Background: an optimization exercise with open tools, aiming at small area. Do not read the settings as production practice.
RTL that was checked went through simulation tests only; none was proved equivalent to the original.
Power is estimated from default activity; no workload was simulated.

// bus_checker
module bus_checker
#(
   parameter int DRVRS   = 4,
   parameter int PCKG_SZ = 16,
   parameter int DEPTH   = 16,
   parameter int TS_W    = 16,
   localparam int SW = $clog2(DRVRS),
   localparam int IW = $clog2(DEPTH),
   localparam int CW = $clog2(DEPTH + 1)
) (
   input  logic               clk,
   input  logic               rst_n,
   input  logic               drv_valid,
   output logic               drv_ready,
   input  logic [SW-1:0]      drv_src,
   input  logic [PCKG_SZ-1:0] drv_data,
   input  logic               mon_valid,
   input  logic [SW-1:0]      mon_dst,
   input  logic [PCKG_SZ-1:0] mon_data,
   output logic               res_valid,
   output logic [1:0]         res_code,
   output logic [SW-1:0]      res_src,
   output logic [PCKG_SZ-1:0] res_data,
   output logic [TS_W-1:0]    res_latency,
   output logic [CW-1:0]      pending,
   output logic [15:0]        pass_cnt,
   output logic [15:0]        fail_cnt
);
clock: 10.0 ns
lec_check: 0
cap_margin: 20
core_margin: 2
core_utilization: 40
place_density: 0.9
slew_margin: 20
synth_hierarchical: 1
standard.sh (not shown) runs the stock make flow with config.mk's settings and CLKGATE_MAP_FILE= SYNTH_SCRIPT=/design/flow/synth_recipe.tcl, a recipe that flattens the netlist after the stock synthesis.
==> flow/flow/run.sh <==
#!/bin/bash
# The standard layout (standard.sh, synthesis unchanged) with two changes:
# - every port still gets a buffer, but a plain buf_1 (the resizer upsizes it
#   where needed) instead of the larger default;
# - CTS builds its tree from clkbuf_4 only, with clusters of up to 10 sinks
#   within 40 um, and without dummy loads.
# Each tool's full output stays in orfs/logs; make's own output goes to
# standard_flow.log.
set -euo pipefail
bash standard.sh \
  "BUFFER_PORTS_ARGS=-buffer_cell sky130_fd_sc_hd__buf_1" \
  "CTS_ARGS=-sink_clustering_enable -repair_clock_nets -dont_use_dummy_load -buf_list sky130_fd_sc_hd__clkbuf_16 -sink_clustering_size 36 -sink_clustering_max_diameter 40" \
  finish > standard_flow.log 2>&1
The first run completed with no timing, DRC or antenna violations.
Rerun with:
--- a/flow/flow/run.sh
+++ b/flow/flow/run.sh
@@ -10,4 +10,4 @@
 bash standard.sh \
   "BUFFER_PORTS_ARGS=-buffer_cell sky130_fd_sc_hd__buf_1" \
-  "CTS_ARGS=-sink_clustering_enable -repair_clock_nets -dont_use_dummy_load -buf_list sky130_fd_sc_hd__clkbuf_16 -sink_clustering_size 36 -sink_clustering_max_diameter 40" \
+  "CTS_ARGS=-sink_clustering_enable -repair_clock_nets -dont_use_dummy_load -buf_list sky130_fd_sc_hd__clkbuf_4 -sink_clustering_size 10 -sink_clustering_max_diameter 40" \
   finish > standard_flow.log 2>&1
--- a/flow/config.mk
+++ b/flow/config.mk
@@ -9,4 +9,5 @@
 export CORE_MARGIN = 2
 export CORE_UTILIZATION = 40
+export GPL_ROUTABILITY_DRIVEN = 0
 export PLACE_DENSITY = 0.9
 export SLEW_MARGIN = 20
Hold slack got worse by 0.022 ns.
Final area goes down by 3.3%.
Setup slack loses 0.14 ns.

---

bus_checker, a different RTL version from the one above (not shown whole).
Size in the first run: roughly 1600 cells after synthesis, ~550 flip-flops, roughly 23000 um2 of cells after synthesis.
clock: 10.0 ns
lec_check: 0
cap_margin: 20
core_margin: 2
core_utilization: 40
slew_margin: 20
==> flow/flow/run.sh <==
#!/bin/bash
# Standard layout with three changes: plain buf_1 port buffers (the resizer still
# upsizes them where needed), no CTS dummy loads, and larger clkbuf_8 leaf clusters.
set -euo pipefail
bash standard.sh \
  "BUFFER_PORTS_ARGS=-buffer_cell sky130_fd_sc_hd__buf_1" \
  "CTS_ARGS=-sink_clustering_enable -repair_clock_nets -dont_use_dummy_load -buf_list sky130_fd_sc_hd__clkbuf_8 -sink_clustering_size 16 -sink_clustering_max_diameter 50" \
  finish > standard_flow.log 2>&1
Then changed:
==> flow/run.sh (new file) <==
#!/bin/bash
# synth_recipe.tcl (not shown) runs the flow's synth.tcl, then flattens the netlist and writes it again
# the make line also repeats each setting of config.mk as NAME=value (left out here)
make -C /OpenROAD-flow-scripts/flow DESIGN_CONFIG=/design/flow/config.mk WORK_HOME=/design/flow/orfs CLKGATE_MAP_FILE= SYNTH_SCRIPT=/design/flow/synth_recipe.tcl finish
- CORE_UTILIZATION: 40 -> 60
- CTS_BUF_LIST: unset -> sky130_fd_sc_hd__clkbuf_4 sky130_fd_sc_hd__clkbuf_8
removed: flow/flow/run.sh
removed: flow/standard.sh
Via count came out higher by about 3%.
Sequential cell count stays the same.
Die area shrinks by 33%.
Total power rises by 18%.
First-iteration DRC count is higher by 5.7%.
Then changed:
- CORE_UTILIZATION: 60 -> 40
- CTS_BUF_LIST: sky130_fd_sc_hd__clkbuf_4 sky130_fd_sc_hd__clkbuf_8 -> sky130_fd_sc_hd__clkbuf_16
- CTS_CLUSTER_DIAMETER: unset -> 60
- CTS_CLUSTER_SIZE: unset -> 20
=> The new run passed the timing, design-rule and antenna checks. Global-route usage shrinks by 8.0 points. Die area went up by 49%. Total power came out lower by 2.9%. Clock power came out lower by about 8%. Cell count came out higher by 6.3%. Synthesized area is unchanged. Critical path depth goes up by 1. Non-clock buffer count rose by 1. Final area hardly moves. Clock-buffer cell count went down by 89. Routed wire length increases by 3.6%.
Then changed:
==> flow/flow/run.sh (new file) <==
#!/bin/bash
# Standard layout with two changes: plain buf_1 port buffers (the resizer still
# upsizes them where needed) and no CTS dummy loads.
set -euo pipefail
bash standard.sh \
  "BUFFER_PORTS_ARGS=-buffer_cell sky130_fd_sc_hd__buf_1" \
  "CTS_ARGS=-sink_clustering_enable -repair_clock_nets -dont_use_dummy_load" \
  finish > standard_flow.log 2>&1
==> flow/standard.sh (new file) <==
#!/bin/bash
# synth_recipe.tcl (not shown) runs the flow's synth.tcl, then flattens the netlist and writes it again
# the make line also repeats each setting of config.mk as NAME=value (left out here)
make -C /OpenROAD-flow-scripts/flow DESIGN_CONFIG=/design/flow/config.mk WORK_HOME=/design/flow/orfs CLKGATE_MAP_FILE= SYNTH_SCRIPT=/design/flow/synth_recipe.tcl "${@:-finish}"
- CTS_BUF_LIST: sky130_fd_sc_hd__clkbuf_16 -> unset
- CTS_CLUSTER_DIAMETER: 60 -> unset
- CTS_CLUSTER_SIZE: 20 -> unset
removed: flow/run.sh
The new run went through all stages and came out clean. Wire length goes down slightly. Synthesized area does not change. Worst setup slack improved by 0.18 ns. Via count goes up slightly. Worst hold slack got worse by 0.0061 ns.
Then changed:
==> flow/run.sh (new file) <==
#!/bin/bash
# synth_recipe.tcl (not shown) runs the flow's synth.tcl, then flattens the netlist and writes it again
# the make line also repeats each setting of config.mk as NAME=value (left out here)
make -C /OpenROAD-flow-scripts/flow DESIGN_CONFIG=/design/flow/config.mk WORK_HOME=/design/flow/orfs CLKGATE_MAP_FILE= SYNTH_SCRIPT=/design/flow/synth_recipe.tcl finish
removed: flow/flow/run.sh
removed: flow/standard.sh
Outcome: Routed wire length increases by about 2%. Hold slack gets better by 0.0037 ns. Worst setup slack loses 0.089 ns. Final cell count goes up by about 2%. Power grows by about 7%. Via count shrinks by about 0.6%. Flip-flop and latch count stays the same. Design area goes up by about 4%. Core utilization rose by 1.9 points. Clock skew went down by 0.0087 ns. Die area stays the same.
Then changed:
- CTS_BUF_LIST: unset -> sky130_fd_sc_hd__clkbuf_8
- CTS_CLUSTER_DIAMETER: unset -> 50
- CTS_CLUSTER_SIZE: unset -> 16
Wire length went down slightly.
Design area went down by a few percent.
Global-route usage is about the same.
Combinational power stays flat.
Sequential power stays flat.
Clock skew went up by 0.023 ns.
Clock-buffer cell count went down by 31.
Setup slack improves by 0.050 ns.
Power went down by roughly a tenth.
Critical path depth is unchanged.

---

v6:
Another version of the RTL of bus_checker (not shown whole).
For scale: about 1400 cells after synthesis, ~120 I/O pins, about 23000 sq um of cells after synthesis.
Settings: LEC_CHECK=0, CAP_MARGIN=20, CORE_MARGIN=2, CORE_UTILIZATION=40, SLEW_MARGIN=20, SYNTH_HIERARCHICAL=1; clock period 10.0 ns.
==> flow/flow/run.sh <==
#!/bin/bash
# Standard layout with three changes: plain buf_1 port buffers (the resizer still
# upsizes them where needed), no CTS dummy loads, and larger clkbuf_8 leaf clusters.
set -euo pipefail
bash standard.sh \
  "BUFFER_PORTS_ARGS=-buffer_cell sky130_fd_sc_hd__buf_1" \
  "CTS_ARGS=-sink_clustering_enable -repair_clock_nets -dont_use_dummy_load -buf_list sky130_fd_sc_hd__clkbuf_4 -sink_clustering_size 10 -sink_clustering_max_diameter 40" \
  finish > standard_flow.log 2>&1
### v6 -> v7
==> flow/flow/run.sh <==
#!/bin/bash
# Standard layout with three changes: plain buf_1 port buffers (the resizer still
# upsizes them where needed), no CTS dummy loads, and larger clkbuf_8 leaf clusters.
set -euo pipefail
bash standard.sh \
  "BUFFER_PORTS_ARGS=-buffer_cell sky130_fd_sc_hd__buf_1" \
  "CTS_ARGS=-sink_clustering_enable -repair_clock_nets -dont_use_dummy_load -buf_list sky130_fd_sc_hd__clkbuf_8 -sink_clustering_size 16 -sink_clustering_max_diameter 50" \
  finish > standard_flow.log 2>&1
Findings:
- Higher combined global-route utilization of all metal layers was reported by v6, not v7.
- Diff v7..v6 | die area | unchanged
- Looking at v6 and v7, the detailed-route wire length per cell is a wash.
- The final reports for v7 and v6 show clock buffer count lower in the former.
- Higher H-tree depth among v6 and v7: v6
- v7 closes out successfully: all stages finished, all timing, DRC and antenna checks passed.
- From v7 to v6, total number of clock tree sinks did not move at all.
- Final area delta (v7 − v6): unfavourable
- Fmax, v7 vs v6: down slightly
- Diff v7..v6 | sequential cell count | unchanged
- Routed wire length went down slightly going from v6 to v7.
- Against v6, v7 reports a remaining max-slew budget at the tightest pin that is lower.

---

== old ==
The RTL this note starts from:
==> flow/design.v <==
package bus_checker_pkg;
   localparam int ID_W = 8;
   typedef enum logic [1:0] {
      RES_PASS     = 2'd0,
      RES_NO_MATCH = 2'd1,
      RES_MISROUTE = 2'd2,
      RES_BAD_ID   = 2'd3
   } res_code_e;
endpackage
module bus_checker_sb #(
   parameter int DEPTH = 16,
   parameter int KW    = 10
) (
   input  logic [DEPTH-1:0][KW-1:0] key_i,
   input  logic [DEPTH-1:0]         valid_i,
   input  logic [KW-1:0]            srch_key_i,
   input  logic                     srch_ok_i,   
   input  logic                     srch_i,
   input  logic                     dst_ok_i,
   output logic [DEPTH-1:0]         first_o,     
   output logic [DEPTH-1:0]         shift_o,     
   output logic                     found_o,
   output logic                     remove_o
);
   logic [DEPTH-1:0] match, match_pre, hole_pre;
   bus_checker_cmp #(
      .DEPTH (DEPTH),
      .KW    (KW)
   ) u_cmp (
      .key_i      (key_i),
      .valid_i    (valid_i),
      .srch_key_i (srch_key_i),
      .match_o    (match)
   );
   always_comb begin
      match_pre[0] = match[0];
      hole_pre[0]  = !valid_i[0];
      first_o[0]   = match[0];
      for (int i = 1; i < DEPTH; i++) begin
         match_pre[i] = match_pre[i-1] | match[i];
         hole_pre[i]  = hole_pre[i-1] | !valid_i[i];
         first_o[i]   = match[i] & !match_pre[i-1];
      end
   end
   assign found_o  = srch_ok_i && match_pre[DEPTH-1];
   assign remove_o = srch_i && found_o && dst_ok_i;
   assign shift_o  = remove_o ? match_pre : hole_pre;
endmodule
module bus_checker_rd #(
   parameter int DEPTH = 16,
   parameter int W     = 18
) (
   input  logic [DEPTH-1:0]        sel_i,
   input  logic [DEPTH-1:0][W-1:0] data_i,
   output logic [W-1:0]            data_o
);
   always_comb begin
      data_o = '0;
      for (int i = 0; i < DEPTH; i++)
         data_o = data_o | (data_i[i] & {W{sel_i[i]}});
   end
endmodule
module bus_checker_cmp #(
   parameter int DEPTH = 16,
   parameter int KW    = 10
) (
   input  logic [DEPTH-1:0][KW-1:0] key_i,
   input  logic [DEPTH-1:0]         valid_i,
   input  logic [KW-1:0]            srch_key_i,
   output logic [DEPTH-1:0]         match_o
);
   always_comb
      for (int i = 0; i < DEPTH; i++)
         match_o[i] = valid_i[i] && (key_i[i] == srch_key_i);
endmodule
module bus_checker
#(
   parameter int DRVRS   = 4,
   parameter int PCKG_SZ = 16,
   parameter int DEPTH   = 16,
   parameter int TS_W    = 16,
   localparam int SW = $clog2(DRVRS),
   localparam int IW = $clog2(DEPTH),
   localparam int CW = $clog2(DEPTH + 1)
) (
   input  logic               clk,
   input  logic               rst_n,
   input  logic               drv_valid,
   output logic               drv_ready,
   input  logic [SW-1:0]      drv_src,
   input  logic [PCKG_SZ-1:0] drv_data,
   input  logic               mon_valid,
   input  logic [SW-1:0]      mon_dst,
   input  logic [PCKG_SZ-1:0] mon_data,
   output logic               res_valid,
   output logic [1:0]         res_code,
   output logic [SW-1:0]      res_src,
   output logic [PCKG_SZ-1:0] res_data,
   output logic [TS_W-1:0]    res_latency,
   output logic [CW-1:0]      pending,
   output logic [15:0]        pass_cnt,
   output logic [15:0]        fail_cnt
);
   localparam int ID_W = bus_checker_pkg::ID_W;
   localparam int KW   = PCKG_SZ - ID_W + SW;
   logic [DEPTH-1:0][KW-1:0]   key_q;
   logic [DEPTH-1:0][SW-1:0]   src_q;
   logic [DEPTH-1:0][TS_W-1:0] ts_q;
   logic [DEPTH-1:0]           valid_q;
   logic [CW-1:0]              count_q;
   logic [DEPTH-1:0] first, shift;
   logic [DEPTH-1:0][SW+TS_W-1:0] rd_data;
   logic [SW-1:0]      hit_src;
   logic [TS_W-1:0]    hit_ts;
   logic               found, remove;
   logic [TS_W-1:0]    now_q;
   logic               accept, bad_id, push, dst_ok;
   logic               res_valid_q;
   logic [1:0]         res_code_q, res_code_d;
   logic [SW-1:0]      res_src_q;
   logic [PCKG_SZ-1:0] res_data_q;
   logic [TS_W-1:0]    res_ts_q;
   logic [15:0]        pass_q, fail_q, fail_d;
   logic               mon_fail;
   assign drv_ready = !count_q[CW-1];
   assign accept    = drv_valid && drv_ready;
   assign bad_id    = accept && (drv_data[PCKG_SZ-1 -: ID_W-SW] != '0);
   assign push      = accept && !bad_id;
   assign dst_ok    = mon_data[PCKG_SZ-ID_W +: SW] == mon_dst;
   bus_checker_sb #(
      .DEPTH (DEPTH),
      .KW    (KW)
   ) u_srch (
      .key_i      (key_q),
      .valid_i    (valid_q),
      .srch_key_i (mon_data[KW-1:0]),
      .srch_ok_i  (mon_data[PCKG_SZ-1 -: ID_W-SW] == '0),
      .srch_i     (mon_valid),
      .dst_ok_i   (dst_ok),
      .first_o    (first),
      .shift_o    (shift),
      .found_o    (found),
      .remove_o   (remove)
   );
   always_comb
      for (int i = 0; i < DEPTH; i++)
         rd_data[i] = {src_q[i], ts_q[i]};
   bus_checker_rd #(
      .DEPTH (DEPTH),
      .W     (SW + TS_W)
   ) u_rd (
      .sel_i  (first),
      .data_i (rd_data),
      .data_o ({hit_src, hit_ts})
   );
   always_ff @(posedge clk or negedge rst_n) begin
      if (!rst_n) begin
         valid_q <= '0;
         count_q <= '0;
      end else begin
         for (int i = 0; i < DEPTH - 1; i++)
            if (shift[i]) valid_q[i] <= valid_q[i+1];
         if (shift[DEPTH-1]) valid_q[DEPTH-1] <= push;
         count_q <= count_q + CW'(push) - CW'(remove);
      end
   end
   always_ff @(posedge clk) begin
      for (int i = 0; i < DEPTH - 1; i++)
         if (shift[i]) begin
            key_q[i] <= key_q[i+1];
            src_q[i] <= src_q[i+1];
            ts_q[i]  <= ts_q[i+1];
         end
      if (shift[DEPTH-1]) begin
         key_q[DEPTH-1] <= drv_data[KW-1:0];
         src_q[DEPTH-1] <= drv_src;
         ts_q[DEPTH-1]  <= ~now_q;
      end
   end
   always_comb begin
      if (!mon_valid)  res_code_d = bus_checker_pkg::RES_BAD_ID;
      else if (remove) res_code_d = bus_checker_pkg::RES_PASS;
      else if (found)  res_code_d = bus_checker_pkg::RES_MISROUTE;
      else             res_code_d = bus_checker_pkg::RES_NO_MATCH;
   end
   assign mon_fail = mon_valid && !remove;
   logic [TS_W-1:0] now_d;
   logic [TS_W:0]   now_c;
   logic [15:0]     pass_d, fail_s;
   logic [16:0]     pass_c, fail_c;
   logic            pass_inc;
   assign now_c[0] = 1'b1;
   for (genvar i = 0; i < TS_W; i++) begin : g_now
      assign now_d[i]   = now_q[i] ^ now_c[i];
      assign now_c[i+1] = now_q[i] & now_c[i];
   end
   assign pass_inc  = remove && !(&pass_q);
   assign pass_c[0] = pass_inc;
   for (genvar i = 0; i < 16; i++) begin : g_pass
      assign pass_d[i]   = pass_q[i] ^ pass_c[i];
      assign pass_c[i+1] = pass_q[i] & pass_c[i];
   end
   assign fail_s[0]  = fail_q[0] ^ mon_fail ^ bad_id;
   assign fail_c[0]  = 1'b0;
   assign fail_c[1]  = (fail_q[0] & mon_fail) | (fail_q[0] & bad_id) | (mon_fail & bad_id);
   for (genvar i = 1; i < 16; i++) begin : g_fail
      assign fail_s[i]   = fail_q[i] ^ fail_c[i];
      assign fail_c[i+1] = fail_q[i] & fail_c[i];
   end
   assign fail_d = fail_c[16] ? 16'hFFFF : fail_s;
   always_ff @(posedge clk or negedge rst_n) begin
      if (!rst_n) begin
         res_valid_q <= 1'b0;
         pass_q      <= '0;
         fail_q      <= '0;
      end else begin
         res_valid_q <= mon_valid || bad_id;
         pass_q      <= pass_d;
         fail_q      <= fail_d;
      end
   end
   always_ff @(posedge clk) begin
      now_q      <= now_d;
      res_code_q <= res_code_d;
      res_src_q  <= remove ? hit_src : '0;
      res_ts_q   <= hit_ts;
      res_data_q <= mon_valid ? mon_data : drv_data;
   end
   logic [TS_W-1:0] lat_s;
   logic [TS_W:0]   lat_c;
   assign lat_c[0] = 1'b0;
   for (genvar i = 0; i < TS_W; i++) begin : g_lat
      assign lat_s[i]   = now_q[i] ^ res_ts_q[i] ^ lat_c[i];
      assign lat_c[i+1] = (now_q[i] & res_ts_q[i]) | (lat_c[i] & (now_q[i] ^ res_ts_q[i]));
   end
   assign res_latency = res_code_q == bus_checker_pkg::RES_PASS ? lat_s : '0;
   assign pending     = count_q;
   assign res_valid   = res_valid_q;
   assign res_code    = res_code_q;
   assign res_src     = res_src_q;
   assign res_data    = res_data_q;
   assign pass_cnt    = pass_q;
   assign fail_cnt    = fail_q;
endmodule
export LEC_CHECK = 0
export CAP_MARGIN = 20
export CORE_MARGIN = 2
export CORE_UTILIZATION = 40
export SLEW_MARGIN = 20
export SYNTH_HIERARCHICAL = 1
create_clock -name core_clock -period 10.0 [get_ports {clk}]
==> flow/flow/run.sh <==
#!/bin/bash
# Standard layout with three changes: plain buf_1 port buffers (the resizer still
# upsizes them where needed), no CTS dummy loads, and larger clkbuf_8 leaf clusters.
set -euo pipefail
bash standard.sh \
  "BUFFER_PORTS_ARGS=-buffer_cell sky130_fd_sc_hd__buf_1" \
  "CTS_ARGS=-sink_clustering_enable -repair_clock_nets -dont_use_dummy_load -buf_list sky130_fd_sc_hd__clkbuf_4 -sink_clustering_size 10 -sink_clustering_max_diameter 40" \
  finish > standard_flow.log 2>&1
Changes in new relative to old:
==> flow/flow/run.sh <==
#!/bin/bash
# Standard layout with three changes: plain buf_1 port buffers (the resizer still
# upsizes them where needed), no CTS dummy loads, and larger clkbuf_8 leaf clusters.
set -euo pipefail
bash standard.sh \
  "BUFFER_PORTS_ARGS=-buffer_cell sky130_fd_sc_hd__buf_1" \
  "CTS_ARGS=-sink_clustering_enable -repair_clock_nets -dont_use_dummy_load -buf_list {sky130_fd_sc_hd__clkbuf_4 sky130_fd_sc_hd__clkbuf_8} -sink_clustering_size 10 -sink_clustering_max_diameter 40" \
  finish > standard_flow.log 2>&1
Findings:
old → new: worst-case vdd ir drop grew by about 1.9%, final worst-path setup slack grew by 160 ps, reg2reg setup slack grew by 30 ps, source-to-sink clock delay at the later pin of the worst-skew pair shrank by 190 ps.
The core of new is more densely filled than that of old.
On area of all placed cells without fillers: between new and old, it ends up lower for old.
No functional check of the RTL was part of any run of this note.

-- what the ideal ports hide --
The flow's constraints put no driver on any port. The routed layouts listed below were extracted and timed again, unchanged, in two steps.
Step 1: set_driving_cell puts a clkbuf_16 on clk and a buf_2 on each other input, an assumption about the parent block.
Step 2 times the ports against the registers' clock, not the clock port: input delays grow and output delays shrink by t, the midpoint of the rising clock arrivals with the driver on.
a / b / c = no drivers / after step 1 / after step 2; a / b = the first two.
run | shift t [ns] | setup slack, ns | hold WS [ns]
the first run of note 1 | 0.619 | 0.524 / 0.476 / 1.096 | 0.423 / 0.423 / 0.423
the second run of note 1 | 0.752 | 0.387 / 0.339 / 1.091 | 0.401 / 0.401 / 0.401
the first run of note 2 | 0.681 | 2.379 / 2.410 / 1.729 | 0.423 / 0.423 / 0.423
the second run of note 2 | 0.683 | 1.973 / 1.999 / 1.316 | 0.434 / 0.434 / 0.434
the third run of note 2 | 0.629 | 2.106 / 2.135 / 1.507 | 0.442 / 0.442 / 0.442
the fourth run of note 2 | 0.637 | 2.285 / 2.313 / 1.676 | 0.436 / 0.436 / 0.436
the fifth run of note 2 | 0.661 | 2.195 / 2.226 / 1.565 | 0.440 / 0.440 / 0.440
the sixth run of note 2 | 0.711 | 2.245 / 2.274 / 1.563 | 0.450 / 0.450 / 0.450
v6 | 0.829 | 3.269 / 3.292 / 2.463 | 0.417 / 0.417 / 0.417
v7 | 0.702 | 3.167 / 3.195 / 2.493 | 0.422 / 0.422 / 0.422
old | 0.832 | 0.525 / 0.479 / 1.311 | 0.402 / 0.402 / 0.402
new | 0.671 | 0.685 / 0.634 / 1.305 | 0.420 / 0.420 / 0.420
After both steps every run listed still meets setup and hold. The setup slack of v6, which loses most, moves by +0.023 ns with the drivers and by -0.806 ns with both steps.
